Context: an optimization exercise on an open-source flow, tuned for small area, a short achievable clock period and few clock cycles. The choices shown serve that exercise and are no tape-out recipe. Power figures rest on the tool's default switching activity, not on a simulated workload.

// mdu_iter
module mdu_iter #(
  parameter int XLEN = 64
) (
  input  logic            clk,
  input  logic            resetn,
  input  logic            in_valid,
  output logic            in_ready,
  input  logic [2:0]      op,
  input  logic            is_word,
  input  logic [XLEN-1:0] a,
  input  logic [XLEN-1:0] b,
  input  logic            flush,
  output logic            out_valid,
  input  logic            out_ready,
  output logic [XLEN-1:0] result
);
  localparam logic [1:0] M_MUL = 2'd0, M_DIV = 2'd1, M_FIN = 2'd2, M_MFIN = 2'd3;
  logic        c_valid, c_mul, c_word, c_hi, c_rem, c_sa, c_sb, c_nega, c_bz;
  logic [63:0] ca, cb;
  logic [6:0]  c_la, c_lb;
  logic        c_prep, p_swap;       
  logic [6:0]  p_kk;
  logic [5:0]  p_cnt;
  logic         e_busy;
  logic [1:0]   e_mode;
  logic [5:0]   e_cnt;
  logic         e_word, e_hi, e_rem, e_neg;
  logic [67:0]  hreg;                   
  logic [63:0]  lreg;                   
  logic         bm1, msgn;              
  logic [3:0]   sn;                     
  logic [64:0]  xr;                     
  logic [11:0]  bctl;                   
  logic         b_neg;                  
  logic        accept;
  logic        i_mul, i_sgna, i_sgnb, i_sa, i_sb;
  logic [63:0] xa, xb;
  logic [6:0]  i_la, i_lb;
  always_comb begin
    i_mul  = ~op[2];
    i_sgna = i_mul ? (op[1:0] != 2'd3) : ~op[0];
    i_sgnb = i_mul ? ~op[1] : ~op[0];
    if (is_word) begin
      i_sgna = i_mul | ~op[0];
      i_sgnb = i_mul | ~op[0];
    end
  ...
export LEC_CHECK = 0
export CAP_MARGIN = 30
export CORE_MARGIN = 2
export CORE_UTILIZATION = 40
export SETUP_SLACK_MARGIN = 5
export SLEW_MARGIN = 30
create_clock -name core_clock -period 10.0 [get_ports {clk}]
run.sh (not shown) runs the stock make flow with config.mk's settings and CLKGATE_MAP_FILE= SYNTH_SCRIPT=/design/flow/synth_recipe.tcl, a recipe that flattens the netlist after the stock synthesis.
Then changed:
--- a/flow/design.v
+++ b/flow/design.v
@@ -114,47 +114,46 @@
   endfunction
   always_comb begin
     swap = (c_la > c_lb);           
     lm   = swap ? c_la : c_lb;
     mc   = 4'((7'd72 - lm) >> 3);
     dd   = {1'b0, c_lb} - {7'd0, c_lb[6]} - {1'b0, c_la} + {7'd0, c_sa} + 8'd1;
-    dsh  = (dd[7] || dd == 8'd0) ? 7'd2 : (dd[6:0] + {6'd0, dd[0]});    
+    dsh  = (dd[7] || dd == 8'd0) ? 7'd1 : dd[6:0];
     kk   = 7'd64 - dsh;
     rot  = ca;
     for (int i = 0; i < 6; i++)
       if (p_kk[i]) rot = (rot << (1 << i)) | (rot >> (64 - (1 << i)));
     for (int i = 0; i < 64; i++)
       mhi[i] = ~p_kk[6] & (7'(i) >= p_kk);
     mld   = p_swap ? ca : cb;
     xld   = (c_mul && !p_swap) ? {c_sa, ca} : {c_sb, cb};
   end
   logic         last, step, r_free, consume, finish;
-  logic [67:0]  x1e, x2e, pp1, pp2, dsum, s2;
-  logic [68:0]  dsum_c, s2_c;
+  logic [67:0]  x1e, x2e, pp1, dsum;
+  logic [68:0]  dsum_c;
   logic [75:0]  msum, op0, r0, r1, r2, r3, nrow;
   logic [75:0]  t1s, t1c, t2s, t2c, t3s, t3c, t4s, t4c;
   logic [76:0]  msum_c;
   logic [67:0]  hn;
   logic [63:0]  ln;
   logic [131:0] tt;
   logic [63:0]  mlo, mhi_r;
-  logic [1:0]   qd;
-  logic [65:0]  wd;
+  logic         qbit;
+  logic [64:0]  wd;
   logic [63:0]  rem_n, quo_n, res_raw, res_w;
   logic [7:0]   gnext;
   function automatic logic [67:0] bsel(input logic one, input logic two, input logic neg,
                                        input logic [67:0] x1, input logic [67:0] x2);
     logic [67:0] m;
     m = one ? x1 : two ? x2 : 68'd0;
     bsel = neg ? ~m : m;
   endfunction
   always_comb begin
     x1e = {{3{xr[64]}}, xr};
     x2e = {{2{xr[64]}}, xr, 1'b0};
-    wd   = {hreg[63:0], lreg[63:62]};
-    op0  = (e_mode == M_DIV) ? {10'd0, wd} : {{8{hreg[67]}}, hreg};
+    op0  = {{8{hreg[67]}}, hreg};
     r0   = 76'($signed(bsel(bctl[8], bctl[4], bctl[0], x1e, x2e)));
     r1   = 76'($signed(bsel(bctl[9], bctl[5], bctl[1], x1e, x2e))) << 2;
     r2   = 76'($signed(bsel(bctl[10], bctl[6], bctl[2], x1e, x2e))) << 4;
     r3   = 76'($signed(bsel(bctl[11], bctl[7], bctl[3], x1e, x2e))) << 6;
     nrow = {69'd0, bctl[3], 1'b0, bctl[2], 1'b0, bctl[1], 1'b0, bctl[0]};
     t1s  = op0 ^ r0 ^ r1;
@@ -164,28 +163,19 @@
     t3s  = t1s ^ t1c ^ t2s;
     t3c  = ((t1s & t1c) | (t1s & t2s) | (t1c & t2s)) << 1;
     t4s  = t3s ^ t3c ^ t2c;
     t4c  = ((t3s & t3c) | (t3s & t2c) | (t3c & t2c)) << 1;
     msum_c = {1'b0, t4s} + {1'b0, t4c};
     msum   = msum_c[75:0];
+    wd   = {hreg[63:0], lreg[63]};
     pp1  = b_neg ? ~x1e : x1e;
-    pp2  = b_neg ? ~x2e : x2e;
-    dsum_c = {1'b0, (e_mode == M_DIV) ? {2'b00, wd} : 68'd0, 1'b1} + {1'b0, pp1, b_neg};
+    dsum_c = {1'b0, (e_mode == M_DIV) ? {3'b000, wd} : 68'd0, 1'b1} + {1'b0, pp1, b_neg};
     dsum   = dsum_c[68:1];
-    s2_c   = {1'b0, 2'b00, wd, 1'b1} + {1'b0, pp2, b_neg};
-    s2     = s2_c[68:1];
-    if (!msum[67]) begin
-      qd = 2'd3; rem_n = msum[63:0];
-    end else if (!s2[67]) begin
-      qd = 2'd2; rem_n = s2[63:0];
-    end else if (!dsum[67]) begin
-      qd = 2'd1; rem_n = dsum[63:0];
-    end else begin
-      qd = 2'd0; rem_n = wd[63:0];
-    end
-    quo_n = {lreg[61:0], qd};
+    qbit   = ~dsum[67];
+    rem_n  = qbit ? dsum[63:0] : wd[63:0];
+    quo_n = {lreg[62:0], qbit};
     hn = msum[75:8];
     ln = {msum[7:0], lreg[63:8]};
     gnext = (sn >= 4'd7) ? {8{msgn}} : lreg[15:8];
     tt = {hreg, lreg};
     mlo = 64'd0;
     mhi_r = 64'd0;
@@ -259,13 +249,13 @@
       c_nega <= ~i_mul & i_sa;
       c_bz   <= (xb == 64'd0);
     end else if (c_negcyc) begin
       if (c_nega & ~c_bz) ca <= na;
       p_kk   <= kk;
       p_swap <= swap;
-      p_cnt  <= c_mul ? 6'(mc - 4'd1) : 6'(dsh[6:1] - 6'd1);
+      p_cnt  <= c_mul ? 6'(mc - 4'd1) : 6'(dsh - 7'd1);
     end
     if (consume) begin
       e_word <= c_word;
       e_hi   <= c_hi;
       e_rem  <= c_rem;
       e_cnt  <= p_cnt;
@@ -288,13 +278,12 @@
       end else begin
         e_mode     <= M_DIV;
         hreg[63:0] <= rot & ~mhi;
         lreg       <= rot & mhi;
         xr         <= xld;
         b_neg      <= ~c_sb;
-        bctl       <= {4'b0011, 4'b0000, 2'b00, ~c_sb, c_sb};
         e_neg      <= c_rem ? c_sa : (c_sa ^ c_sb);
       end
     end else if (step) begin
       case (e_mode)
         M_MUL: begin
           hreg  <= hn;
After rerunning:
- die area went down by 8.8%
- sequential power is lower by about 2%
- sequential share of layout area rose by 2.0 points
- maximum frequency goes up by 16%
- global-route usage drops by 11 points
- setup slack improved by 980 ps
- worst hold slack gets worse by 12 ps
- design area fell by 10%
- power fell by 26%
- clock skew came out lower by 8.1 ps
- combinational power goes down by 46%
No run of this note included a check of the RTL's function; only the layout flow was run.

re-timing with driven ports:
In the flow no input, the clock included, has a driving cell. The finished layouts below were timed again as built, in two steps. Step 1 assumes that a clkbuf_16 drives the clock port and a buf_2 every other input. Step 2, shift: input delay + t, output delay - t, t = (earliest + latest rising clock arrival at the registers) / 2. This alone moves slack from input paths to output paths. Slacks: ideal ports / drivers / drivers and shift; pairs: ideal ports / drivers.
run	t, ns	setup slack, ns	worst hold slack (ns)	cell pins on the clock port's net
the first run	0.805	3.027 / 3.027 / 3.027	0.433 / 0.433 / 0.433	1
the second run	0.786	4.011 / 4.011 / 4.011	0.421 / 0.421 / 0.421	1
After both steps every run listed still meets setup and hold.
